Source: an optimization exercise on an open RTL-to-GDS flow (aim: small area, a short achievable clock period and few clock cycles per item). Production flows keep margins and buffers that such runs may drop.
Only simulation tests tie the RTL to the original design; equivalence was not proved.
No activity file was given, so power comes from the tool's default toggle rates.

==> inputs of trial 20 <==
// uop_core
module uop_core (
    input  logic               clk,
    input  logic               reset,
    input  logic               uop_valid,
    input  logic [31:0]        uop,
    output logic               uop_ready,
    output logic               result_valid,
    output logic [4:0]         result_reg,
    output logic [31:0]        result_value
);
    logic        ready_q;
    logic        stall_q;
    logic        d_v, d_wr, d_late, d_reg, d_sext;
    logic [4:0]  d_t;
    logic [31:1] d_sa, d_sb;
    logic        d_va, d_vb;       
    logic [31:1] vld;
    logic [31:1] vld_nx;
    logic [31:0] vld_nx0;          
    logic [15:0] d_imm;
    logic        d_add, d_sub, d_and, d_or, d_xor, d_sll, d_srl, d_slt;
    logic        d_h1a, d_h2a, d_h3a, d_h1b, d_h2b, d_h3b;
    logic        p_v, p_wr;
    logic [4:0]  p_t;
    logic        p_add, p_sub, p_and, p_or, p_xor, p_sll, p_srl, p_slt;
    logic [31:0] p_a, p_b;
    logic        p_pa, p_pb;
    logic        q_v, q_wr;
    logic [4:0]  q_t;
    logic        q_add, q_sub, q_and, q_or, q_xor, q_sll, q_srl, q_slt;
    logic [31:0] q_a;
    logic [15:0] q_bh;
    logic [4:0]  q_sh;
    logic [15:0] q_lo;
    logic        q_c;
    logic        w_v, w_wr;
    logic [4:0]  w_t;
    logic [31:0] w_val;
    logic [15:0] x1_lo;
    logic [15:0] x1_sum;             
    logic [15:0] x1_oth;             
    logic [15:0] x2_sum;             
    logic [15:0] x2_oth;             
    logic [15:0] q_a_hi_nx, q_bh_nx;
    logic        x1_c;
    logic [31:0] x2_y;
    logic       take;
    logic [5:0] opc;
    logic [5:0] fn;
    logic [4:0] u_t, u_a, u_b;
    logic       is_reg, is_res, is_late;
    logic       ha1, ha2, ha3, hb1, hb2, hb3;
    logic       hz_late;
    assign uop_ready = ready_q;
    assign take      = uop_valid && ready_q && !reset;
    assign opc       = uop[31:26];
    assign fn        = uop[5:0];
    assign u_t       = uop[25:21];
    assign u_a       = uop[20:16];
    assign u_b       = uop[15:11];
    assign is_reg    = (opc == 6'd1);
    assign is_res    = (opc >= 6'd1) && (opc <= 6'd5);
    assign is_late   = is_reg && (fn == 6'd6 || fn == 6'd7);
    assign ha1 = d_wr && (d_t == u_a);
    assign ha2 = p_wr && (p_t == u_a);
    assign ha3 = q_wr && (q_t == u_a);
    assign hb1 = is_reg && d_wr && (d_t == u_b);
    assign hb2 = is_reg && p_wr && (p_t == u_b);
  ...
clock: 5.5 ns
lec_check: 0
cap_margin: 20
core_margin: 2
core_utilization: 45
cts_buf_list: sky130_fd_sc_hd__clkbuf_8
setup_slack_margin: 3.3
slew_margin: 20
synth_hierarchical: 1
synth_minimum_keep_size: 0
tns_end_percent: 5
run.sh (not shown) runs the stock make flow with config.mk's settings and CLKGATE_MAP_FILE= SYNTH_SCRIPT=/design/flow/synth_recipe.tcl, a recipe that flattens the netlist after the stock synthesis.
==> inputs of trial 43, as changes to trial 20 <==
--- a/flow/design.v
+++ b/flow/design.v
@@ -53,54 +53,56 @@
     assign y = !((s0 && d0) || (s1 && d1) || (s2 && d2));
 endmodule
 module rf_nand2 (
     input  logic s0, d0,
     output logic y
 );
     assign y = !(s0 && d0);
 endmodule
-module rf_nor_nand (
-    input  logic [10:0] x,
-    output logic        y
-);
-    logic n0, n1, n2;
-    rf_nand4 g0 (.x(x[3:0]),  .y(n0));
-    rf_nand4 g1 (.x(x[7:4]),  .y(n1));
-    rf_nand3 g2 (.x(x[10:8]), .y(n2));
-    rf_nor3  g3 (.a(n0), .b(n1), .c(n2), .y(y));
-endmodule
 module rf_nand4 (input logic [3:0] x, output logic y);
     assign y = !(&x);
 endmodule
 module rf_nand3 (input logic [2:0] x, output logic y);
     assign y = !(&x);
 endmodule
-module rf_nor3 (input logic a, b, c, output logic y);
-    assign y = !(a || b || c);
-endmodule
 module rf_port (
-    input  logic [31:1]     sel,
+    input  logic [31:1]      sel,
     input  logic [31*32-1:0] regs,    
-    output logic [31:0]     q_n
+    output logic [3*32-1:0]  part     
 );
     for (genvar k = 0; k < 32; k++) begin : g_bit
         logic [10:0] t;
         for (genvar j = 0; j < 10; j++) begin : g_aoi
             rf_aoi222 u (
                 .s0(sel[3*j+1]), .d0(regs[32*(3*j+1)-32+k]),
                 .s1(sel[3*j+2]), .d1(regs[32*(3*j+2)-32+k]),
                 .s2(sel[3*j+3]), .d2(regs[32*(3*j+3)-32+k]),
                 .y(t[j])
             );
         end
         rf_nand2 u_last (.s0(sel[31]), .d0(regs[32*31-32+k]), .y(t[10]));
-        rf_nor_nand u_or (.x(t), .y(q_n[k]));
+        rf_nand4 g0 (.x(t[3:0]),  .y(part[3*k]));
+        rf_nand4 g1 (.x(t[7:4]),  .y(part[3*k+1]));
+        rf_nand3 g2 (.x(t[10:8]), .y(part[3*k+2]));
     end
 endmodule
+module rf_fin (
+    input  logic       f,
+    input  logic [2:0] p,
+    input  logic       rest_n,
+    input  logic       en,
+    input  logic       sum,
+    output logic       y
+);
+    logic rf_n, sum_n;
+    rf_aoi222 u_rf (.s0(f), .d0(p[0]), .s1(f), .d1(p[1]), .s2(f), .d2(p[2]), .y(rf_n));
+    rf_nand2  u_sm (.s0(en), .d0(sum), .y(sum_n));
+    rf_nand3  u_y  (.x({rf_n, rest_n, sum_n}), .y(y));
+endmodule
 `timescale 1ns/10ps
 module ks_and2 (input logic a, b, output logic y);
     assign y = a && b;
 endmodule
 module ks_xor2 (input logic a, b, output logic y);
     assign y = a ^ b;
 endmodule
 module ks_ao21 (input logic g, p, gl, output logic y);
@@ -165,17 +167,18 @@
     output logic               result_valid,
     output logic [4:0]         result_reg,
     output logic [31:0]        result_value
 );
     logic        ready_q;
     logic        stall_q;
     logic        d_v, d_wr, d_late, d_reg, d_sext;
     logic [4:0]  d_t;
-    logic [31:1] d_sa, d_sb;
+    logic [31:1] d_sa, d_sb;       
+    logic [4:0]  d_a, d_b;
     logic        d_va, d_vb;       
     logic [31:1] vld;
     logic [31:1] vld_nx;
     logic [31:0] vld_nx0;          
     logic [15:0] d_imm;
     logic        d_add, d_sub, d_and, d_or, d_xor, d_sll, d_srl, d_slt;
     logic        d_h1a, d_h2a, d_h3a, d_h1b, d_h2b, d_h3b;
     logic        p_v, p_wr;
@@ -240,22 +243,26 @@
             d_v  <= 1'b0;
             d_wr <= 1'b0;
         end else if (!stall_q) begin
             d_v  <= take && is_res;
             d_wr <= take && is_res && (u_t != 5'd0);
         end
     end
     always_ff @(posedge clk) begin
+        for (int i = 1; i < 32; i++) begin
+            d_sa[i] <= ((stall_q ? d_a : u_a) == 5'(i));
+            d_sb[i] <= ((stall_q ? d_b : u_b) == 5'(i));
+        end
+    end
+    always_ff @(posedge clk) begin
         if (!stall_q) begin
             d_t    <= u_t;
-            for (int i = 1; i < 32; i++) begin
-                d_sa[i] <= (u_a == 5'(i));
-                d_sb[i] <= (u_b == 5'(i));
-            end
+            d_a    <= u_a;
+            d_b    <= u_b;
             d_va   <= vld_nx0[u_a];
             d_vb   <= vld_nx0[u_b];
             d_reg  <= is_reg;
             d_imm  <= uop[15:0];
             d_sext <= (opc == 6'd2) && uop[15];
             d_late <= is_late;
             d_add  <= (opc == 6'd2) || (is_reg && (fn == 6'd0 || fn == 6'd1));
             d_sub  <= is_reg && (fn == 6'd1 || fn == 6'd7);
@@ -280,17 +287,17 @@
             d_h1b  <= 1'b0;
             d_h2b  <= d_h1b;
             d_h3b  <= d_h2b;
         end
     end
     logic [31:0] r_a, r_b;
     logic [31:0]      regs [1:31];
     logic [31*32-1:0] rf_flat;
-    logic [31:0]      rf_a_n, rf_b_n;
+    logic [3*32-1:0]  rf_a_p, rf_b_p;
     logic             vld_a, vld_b;
     always_ff @(posedge clk) begin
         for (int i = 1; i < 32; i++) begin
             if (w_wr && w_t == 5'(i)) begin
                 regs[i] <= w_val;
             end
         end
     end
@@ -311,57 +318,65 @@
     always_comb begin
         for (int i = 1; i < 32; i++) begin
             vld_nx[i] = vld[i] || (w_wr && w_t == 5'(i));
         end
     end
     assign vld_nx0 = {vld_nx, 1'b0};
     assign vld_a = d_va;
     assign vld_b = d_vb;
-    rf_port rd_a (.sel(d_sa), .regs(rf_flat), .q_n(rf_a_n));
-    rf_port rd_b (.sel(d_sb), .regs(rf_flat), .q_n(rf_b_n));
+    rf_port rd_a (.sel(d_sa), .regs(rf_flat), .part(rf_a_p));
+    rf_port rd_b (.sel(d_sb), .regs(rf_flat), .part(rf_b_p));
     logic f_a1, f_a2, f_a3, f_arf;
     logic f_b1, f_b2, f_b3, f_brf, f_bim;
     assign f_a1  = d_h1a;
     assign f_a2  = d_h2a;
     assign f_a3  = d_h3a;
     assign f_arf = !d_h1a && !d_h2a && !d_h3a && vld_a;
     assign f_b1  = d_reg && d_h1b;
     assign f_b2  = d_reg && d_h2b;
     assign f_b3  = d_reg && d_h3b;
     assign f_brf = d_reg && !d_h1b && !d_h2b && !d_h3b && vld_b;
     assign f_bim = !d_reg;
     logic [31:0] r_a_rest, r_b_rest;
     assign r_a_rest[31:16] = ({16{f_a2}}  & x2_oth)
-                           | ({16{f_a3}}  & w_val[31:16])
-                           | ({16{f_arf}} & ~rf_a_n[31:16]);
+                           | ({16{f_a3}}  & w_val[31:16]);
     assign r_a_rest[15:0]  = ({16{f_a1}}  & x1_oth)
                            | ({16{f_a2}}  & x2_lo_oth)
-                           | ({16{f_a3}}  & w_val[15:0])
-                           | ({16{f_arf}} & ~rf_a_n[15:0]);
+                           | ({16{f_a3}}  & w_val[15:0]);
     assign r_b_rest[31:16] = ({16{f_bim}} & {16{d_sext}})
                            | ({16{f_b2}}  & x2_oth)
-                           | ({16{f_b3}}  & w_val[31:16])
-                           | ({16{f_brf}} & ~rf_b_n[31:16]);
+                           | ({16{f_b3}}  & w_val[31:16]);
     assign r_b_rest[15:0]  = ({16{f_bim}} & d_imm)
                            | ({16{f_b1}}  & x1_oth)
                            | ({16{f_b2}}  & x2_lo_oth)
-                           | ({16{f_b3}}  & w_val[15:0])
-                           | ({16{f_brf}} & ~rf_b_n[15:0]);
-    ks_merge16 m_ra_hi (.rest(r_a_rest[31:16]), .sum(x2_sum), .en(f_a2 && q_add), .y(r_a[31:16]));
+                           | ({16{f_b3}}  & w_val[15:0]);
     logic r_a_rest0, r_b_rest0;
     ks_ao21 m_ra_0 (.g(r_a_rest[0]), .p(x2_sum[15]), .gl(f_a2 && x2_slt_eq), .y(r_a_rest0));
     ks_ao21 m_rb_0 (.g(r_b_rest[0]), .p(x2_sum[15]), .gl(f_b2 && x2_slt_eq), .y(r_b_rest0));
-    ks_merge16 m_ra_lo (
-        .rest({r_a_rest[15:1], r_a_rest0}), .sum(x1_sum), .en(f_a1 && p_add), .y(r_a[15:0])
-    );
-    ks_merge16 m_rb_hi (.rest(r_b_rest[31:16]), .sum(x2_sum), .en(f_b2 && q_add), .y(r_b[31:16]));
-    ks_merge16 m_rb_lo (
-        .rest({r_b_rest[15:1], r_b_rest0}), .sum(x1_sum), .en(f_b1 && p_add), .y(r_b[15:0])
-    );
+    logic [31:0] r_a_rest_n, r_b_rest_n;
+    logic [31:0] x_sum;
+    logic        en_a_hi, en_a_lo, en_b_hi, en_b_lo;
+    assign r_a_rest_n = ~{r_a_rest[31:1], r_a_rest0};
+    assign r_b_rest_n = ~{r_b_rest[31:1], r_b_rest0};
+    assign x_sum      = {x2_sum, x1_sum};
+    assign en_a_hi    = f_a2 && q_add;
+    assign en_a_lo    = f_a1 && p_add;
+    assign en_b_hi    = f_b2 && q_add;
+    assign en_b_lo    = f_b1 && p_add;
+    for (genvar k = 0; k < 32; k++) begin : g_opnd
+        rf_fin fa (
+            .f(f_arf), .p(rf_a_p[3*k+2 -: 3]), .rest_n(r_a_rest_n[k]),
+            .en(k >= 16 ? en_a_hi : en_a_lo), .sum(x_sum[k]), .y(r_a[k])
+        );
+        rf_fin fb (
+            .f(f_brf), .p(rf_b_p[3*k+2 -: 3]), .rest_n(r_b_rest_n[k]),
+            .en(k >= 16 ? en_b_hi : en_b_lo), .sum(x_sum[k]), .y(r_b[k])
+        );
+    end
     always_ff @(posedge clk) begin
         if (reset) begin
             p_v  <= 1'b0;
             p_wr <= 1'b0;
         end else begin
             p_v  <= d_v && !stall_q;
             p_wr <= d_wr && !stall_q;
         end
CORE_UTILIZATION = 30   (was 45)
CTS_BUF_LIST = unset   (was sky130_fd_sc_hd__clkbuf_8)
SETUP_SLACK_MARGIN = 3.0   (was 3.3)
==> results.txt <==
Trial 43 produced a clean layout. Trial 20 passed the timing, DRC and antenna checks.
Sequential share of layout area: trial 43 is higher than trial 20 (0.60 points).
Between trial 20 and trial 43, the lower clock power is in trial 20 (gap about 5%, measured against trial 43).
Against trial 20, the worst hold slack of trial 43 is higher by 0.0069 ns.
In trial 20 the critical path depth is higher than in trial 43, by 4.
Between trial 43 and trial 20, the lower sequential cell count is in trial 20 (gap 10).
Of trial 20 and trial 43, trial 43 has the higher register-to-register slack (gap 0.03 ns).
Of trial 43 and trial 20, trial 20 has the higher global-route usage (gap 12 points).
Fmax: trial 20 is smaller than trial 43 (about 1%).
Between trial 43 and trial 20, the lower synthesized cell count is in trial 43 (gap about 2%, measured against trial 20).
Die area: trial 20 is lower than trial 43 (33%).
Testbench counts of trial 20, summed over its fixed seeds: cycles 16,473, items 16,000.
Testbench counts of trial 43, summed over its fixed seeds: cycles 16,473, items 16,000.

========
==> run a: inputs <==
Another version of the RTL of uop_core (not shown whole).
==> module register_file, before the edit <==
module register_file (
    input  logic        clk,
    input  logic        reset,
    input  logic [4:0]  rd_addr_a,
    input  logic [4:0]  rd_addr_b,
    input  logic        wr_en,
    input  logic [4:0]  wr_addr,
    input  logic [31:0] wr_data,
    output logic [31:0] rd_data_a,
    output logic [31:0] rd_data_b
);
    logic [31:0] regs [1:31];
    logic [31:1] vld;
    always_ff @(posedge clk) begin
        if (wr_en && wr_addr != 5'd0) begin
            regs[wr_addr] <= wr_data;
        end
    end
    always_ff @(posedge clk) begin
        if (reset) begin
            vld <= '0;
        end else if (wr_en && wr_addr != 5'd0) begin
            vld[wr_addr] <= 1'b1;
        end
    end
    always_comb begin
        rd_data_a = '0;
        rd_data_b = '0;
        for (int i = 1; i < 32; i++) begin
            if (rd_addr_a == 5'(i) && vld[i]) rd_data_a = regs[i];
            if (rd_addr_b == 5'(i) && vld[i]) rd_data_b = regs[i];
        end
    end
endmodule
==> module alu_exec, before the edit <==
module alu_exec (
    input  logic [31:0] a,
    input  logic [31:0] b,
    input  logic        sel_add,    
    input  logic        sub,        
    input  logic        sel_and,
    input  logic        sel_or,
    input  logic        sel_xor,
    input  logic        sel_sll,
    input  logic        sel_srl,
    input  logic        sel_slt,
    output logic [31:0] y
);
    logic [31:0] sum;
    logic        lt;
    assign sum = a + (sub ? ~b : b) + {31'd0, sub};
    assign lt  = (a[31] != b[31]) ? a[31] : sum[31];
    assign y = ({32{sel_add}} & sum)
             | ({32{sel_and}} & (a & b))
             | ({32{sel_or}}  & (a | b))
             | ({32{sel_xor}} & (a ^ b))
             | ({32{sel_sll}} & (a << b[4:0]))
             | ({32{sel_srl}} & (a >> b[4:0]))
             | {31'd0, sel_slt & lt};
endmodule
==> module uop_core, before the edit <==
module uop_core (
    input  logic               clk,
    input  logic               reset,
    input  logic               uop_valid,
    input  logic [31:0]        uop,
    output logic               uop_ready,
    output logic               result_valid,
    output logic [4:0]         result_reg,
    output logic [31:0]        result_value
);
    logic       rdy;
    logic       take;
    logic [5:0] opc;
    logic [5:0] fn;
    logic       is_reg;
    logic       is_res;
    always_ff @(posedge clk) begin
        rdy <= !reset;
    end
    assign uop_ready = rdy;
    assign take      = uop_valid && rdy && !reset;
    assign opc       = uop[31:26];
    assign fn        = uop[5:0];
    assign is_reg    = (opc == 6'd1);
    assign is_res    = (opc >= 6'd1) && (opc <= 6'd5);
    logic        d_v;
    logic [4:0]  d_t;
    logic [4:0]  d_a;
    logic [4:0]  d_b;
    logic        d_reg;
    logic [15:0] d_imm;
    logic        d_sext;
    logic        d_add, d_sub, d_and, d_or, d_xor, d_sll, d_srl, d_slt;
    always_ff @(posedge clk) begin
        if (reset) begin
            d_v <= 1'b0;
        end else begin
            d_v <= take && is_res;
        end
    end
    always_ff @(posedge clk) begin
        d_t    <= uop[25:21];
        d_a    <= uop[20:16];
        d_b    <= uop[15:11];
        d_reg  <= is_reg;
        d_imm  <= uop[15:0];
        d_sext <= (opc == 6'd2) && uop[15];
        d_add  <= (opc == 6'd2) || (is_reg && (fn == 6'd0 || fn == 6'd1));
        d_sub  <= is_reg && (fn == 6'd1 || fn == 6'd7);
        d_and  <= (opc == 6'd3) || (is_reg && fn == 6'd2);
        d_or   <= (opc == 6'd4) || (is_reg && fn == 6'd3);
        d_xor  <= (opc == 6'd5) || (is_reg && fn == 6'd4);
        d_sll  <= is_reg && fn == 6'd5;
        d_srl  <= is_reg && fn == 6'd6;
        d_slt  <= is_reg && fn == 6'd7;
    end
    logic        e_v;
    logic        e_wr;
    logic [4:0]  e_t;
    logic        w_v;
    logic        w_wr;
    logic [4:0]  w_t;
    logic [31:0] w_val;
    logic [31:0] rf_a;
    logic [31:0] rf_b;
    register_file rf0 (
        .clk, .reset,
        .rd_addr_a(d_a), .rd_addr_b(d_b),
        .wr_en(w_wr), .wr_addr(w_t), .wr_data(w_val),
        .rd_data_a(rf_a), .rd_data_b(rf_b)
    );
    logic        hit_e_a, hit_e_b, hit_w_a, hit_w_b;
    logic [31:0] r_op_a;
    logic [31:0] r_op_b;
    assign hit_e_a = e_wr && (e_t == d_a);
    assign hit_w_a = w_wr && (w_t == d_a);
    assign hit_e_b = d_reg && e_wr && (e_t == d_b);
    assign hit_w_b = d_reg && w_wr && (w_t == d_b);
    assign r_op_a = hit_w_a ? w_val : rf_a;
    assign r_op_b = !d_reg  ? {{16{d_sext}}, d_imm} :
                    hit_w_b ? w_val : rf_b;
    logic        e_fa, e_fb;
    logic [31:0] e_a, e_b;
    logic        e_add, e_sub, e_and, e_or, e_xor, e_sll, e_srl, e_slt;
    always_ff @(posedge clk) begin
        if (reset) begin
            e_v  <= 1'b0;
            e_wr <= 1'b0;
        end else begin
            e_v  <= d_v;
            e_wr <= d_v && (d_t != 5'd0);
        end
    end
    always_ff @(posedge clk) begin
        e_t   <= d_t;
        e_fa  <= hit_e_a;
        e_fb  <= hit_e_b;
        e_a   <= r_op_a;
        e_b   <= r_op_b;
        e_add <= d_add;
        e_sub <= d_sub;
        e_and <= d_and;
        e_or  <= d_or;
        e_xor <= d_xor;
        e_sll <= d_sll;
        e_srl <= d_srl;
        e_slt <= d_slt;
    end
    logic [31:0] x_a, x_b, x_y;
    assign x_a = e_fa ? w_val : e_a;
    assign x_b = e_fb ? w_val : e_b;
    alu_exec alu0 (
        .a(x_a), .b(x_b),
        .sel_add(e_add), .sub(e_sub), .sel_and(e_and), .sel_or(e_or),
        .sel_xor(e_xor), .sel_sll(e_sll), .sel_srl(e_srl), .sel_slt(e_slt),
        .y(x_y)
    );
    always_ff @(posedge clk) begin
        if (reset) begin
            w_v  <= 1'b0;
            w_wr <= 1'b0;
        end else begin
            w_v  <= e_v;
            w_wr <= e_wr;
        end
    end
    always_ff @(posedge clk) begin
        w_t   <= e_t;
        w_val <= x_y;
    end
    assign result_valid = w_v;
    assign result_reg   = w_t;
    assign result_value = w_val;
endmodule
Settings: LEC_CHECK=0, CAP_MARGIN=20, CORE_MARGIN=2, CORE_UTILIZATION=40, SLEW_MARGIN=20; clock period 5.5 ns.
==> inputs of run b, as changes to run a <==
--- a/flow/design.v
+++ b/flow/design.v
@@ -73,10 +73,11 @@
     end
+    logic [31:0] rv [0:31];
+    logic [31:0] vv;
     always_comb begin
-        rd_data_a = '0;
-        rd_data_b = '0;
-        for (int i = 1; i < 32; i++) begin
-            if (rd_addr_a == 5'(i) && vld[i]) rd_data_a = regs[i];
-            if (rd_addr_b == 5'(i) && vld[i]) rd_data_b = regs[i];
-        end
-    end
+        rv[0] = '0;
+        for (int i = 1; i < 32; i++) rv[i] = regs[i];
+    end
+    assign vv = {vld, 1'b0};
+    assign rd_data_a = vv[rd_addr_a] ? rv[rd_addr_a] : '0;
+    assign rd_data_b = vv[rd_addr_b] ? rv[rd_addr_b] : '0;
 endmodule
@@ -96,5 +97,27 @@
 );
+    logic [31:0] bx;
+    logic [31:0] p;
+    logic [31:0] g [0:5];
+    logic [31:0] pp [0:5];
     logic [31:0] sum;
     logic        lt;
-    assign sum = a + (sub ? ~b : b) + {31'd0, sub};
+    assign bx = b ^ {32{sub}};
+    assign p  = a ^ bx;
+    always_comb begin
+        g[0]  = a & bx;
+        g[0][0] = g[0][0] | (p[0] & sub);
+        pp[0] = p;
+        for (int l = 0; l < 5; l++) begin
+            for (int i = 0; i < 32; i++) begin
+                if (i >= (1 << l)) begin
+                    g[l+1][i]  = g[l][i] | (pp[l][i] & g[l][i - (1 << l)]);
+                    pp[l+1][i] = pp[l][i] & pp[l][i - (1 << l)];
+                end else begin
+                    g[l+1][i]  = g[l][i];
+                    pp[l+1][i] = pp[l][i];
+                end
+            end
+        end
+    end
+    assign sum = p ^ {g[5][30:0], sub};
     assign lt  = (a[31] != b[31]) ? a[31] : sum[31];
@@ -142,25 +165,17 @@
     logic        d_add, d_sub, d_and, d_or, d_xor, d_sll, d_srl, d_slt;
-    always_ff @(posedge clk) begin
-        if (reset) begin
-            d_v <= 1'b0;
-        end else begin
-            d_v <= take && is_res;
-        end
-    end
-    always_ff @(posedge clk) begin
-        d_t    <= uop[25:21];
-        d_a    <= uop[20:16];
-        d_b    <= uop[15:11];
-        d_reg  <= is_reg;
-        d_imm  <= uop[15:0];
-        d_sext <= (opc == 6'd2) && uop[15];
-        d_add  <= (opc == 6'd2) || (is_reg && (fn == 6'd0 || fn == 6'd1));
-        d_sub  <= is_reg && (fn == 6'd1 || fn == 6'd7);
-        d_and  <= (opc == 6'd3) || (is_reg && fn == 6'd2);
-        d_or   <= (opc == 6'd4) || (is_reg && fn == 6'd3);
-        d_xor  <= (opc == 6'd5) || (is_reg && fn == 6'd4);
-        d_sll  <= is_reg && fn == 6'd5;
-        d_srl  <= is_reg && fn == 6'd6;
-        d_slt  <= is_reg && fn == 6'd7;
-    end
+    assign d_v    = take && is_res;
+    assign d_t    = uop[25:21];
+    assign d_a    = uop[20:16];
+    assign d_b    = uop[15:11];
+    assign d_reg  = is_reg;
+    assign d_imm  = uop[15:0];
+    assign d_sext = (opc == 6'd2) && uop[15];
+    assign d_add  = (opc == 6'd2) || (is_reg && (fn == 6'd0 || fn == 6'd1));
+    assign d_sub  = is_reg && (fn == 6'd1 || fn == 6'd7);
+    assign d_and  = (opc == 6'd3) || (is_reg && fn == 6'd2);
+    assign d_or   = (opc == 6'd4) || (is_reg && fn == 6'd3);
+    assign d_xor  = (opc == 6'd5) || (is_reg && fn == 6'd4);
+    assign d_sll  = is_reg && fn == 6'd5;
+    assign d_srl  = is_reg && fn == 6'd6;
+    assign d_slt  = is_reg && fn == 6'd7;
     logic        e_v;
@@ -190,4 +205,4 @@
                     hit_w_b ? w_val : rf_b;
-    logic        e_fa, e_fb;
     logic [31:0] e_a, e_b;
+    logic [31:0] x_y;
     logic        e_add, e_sub, e_and, e_or, e_xor, e_sll, e_srl, e_slt;
@@ -204,6 +219,4 @@
         e_t   <= d_t;
-        e_fa  <= hit_e_a;
-        e_fb  <= hit_e_b;
-        e_a   <= r_op_a;
-        e_b   <= r_op_b;
+        e_a   <= hit_e_a ? x_y : r_op_a;
+        e_b   <= hit_e_b ? x_y : r_op_b;
         e_add <= d_add;
@@ -217,7 +230,4 @@
     end
-    logic [31:0] x_a, x_b, x_y;
-    assign x_a = e_fa ? w_val : e_a;
-    assign x_b = e_fb ? w_val : e_b;
     alu_exec alu0 (
-        .a(x_a), .b(x_b),
+        .a(e_a), .b(e_b),
         .sel_add(e_add), .sub(e_sub), .sel_and(e_and), .sel_or(e_or),
SETUP_SLACK_MARGIN = 2.5   (was default)
==> results.txt <==
Mapped cell area: run b 54,400 sq um; run a 55,800 sq um
Hold Crit Start: run b e_t[4]; run a d_or
Clk pwr share: run b 43.4%; run a 47.1%
Worst reg2reg startpoint: run b e_sub; run a e_fa
Switching Fraction: run b 24.2%; run a 21.5%
Register area: run b 32,900 sq um; run a 33,600 sq um
Hold Slack: run b 0.395 ns; run a 0.326 ns
Result of the run: run b complete, no violations; run a complete, no violations
Post-synth top area share: run b 54.7%; run a 53.4%
Initial Utilization: run b 40.2%; run a 40.1%
Post_cts resized: run b 425; run a 0
Half-perimeter wire length after detailed placement: run b 183,000 microns; run a 145,000 microns
Clk cell area share: run b 5.66%; run a 6.87%
# nets final: run b 5,052; run a 4,922
Cells on worst reg2reg path: run b 11; run a 13
End point of the most critical hold path: run b w_t[4]; run a e_or
Synth cell types: run b 79; run a 77
Maximum fanout count along the critical path: run b 7; run a 21
Number of sequential cells: run b 1,142; run a 1,181
Combinational group power: run b 1330 uW; run a 485 uW
Total stage count of the critical path: run b 11; run a 13
# clk buffers: run b 153; run a 166
Post-synthesis sequential element count: run b 1,142; run a 1,181
Tapcell count: run b 1,781; run a 1,876
Post-CTS Setup Repair Bufs: run b 216; run a 0
WL met3: run b 52,600 microns; run a 25,800 microns
Testbench counts of run a, summed over its fixed seeds: cycles 16,031, items 16,000.
Testbench counts of run b, summed over its fixed seeds: cycles 16,023, items 16,000.

-- static timing again, ports no longer ideal --
No port has a modelled driver above. Below, the same layouts with a new extraction and two added sets of constraints. Step 1 (the two cells are an assumption about what drives the block):
set clk [get_ports {clk}]
set_driving_cell -lib_cell sky130_fd_sc_hd__clkbuf_16 $clk
set_driving_cell -lib_cell sky130_fd_sc_hd__buf_2 [delete_from_list [all_inputs] $clk]
Step 2 moves the port delays by t, midway between the first and last clock arrival at a register: inputs arrive t later, outputs are due t later. That takes back most of the time a late clock gives input paths. Slacks: ideal ports / drivers / drivers and shift; pairs: ideal ports / drivers.
run	shift t [ns]	setup slack, ns	worst slew at a driven data input, ns
trial 20	0.996	2.540 / 2.540 / 2.278	0.03
trial 43	0.858	2.569 / 2.569 / 1.964	0.05
run a	0.833	0.767 / 0.767 / 0.767	0.06
run b	0.851	2.133 / 2.133 / 1.468	0.10
After both steps setup and hold are still met in every run listed. The setup slack of run b, which loses most, moves by 0.000 ns with the drivers and by -0.665 ns with both steps.
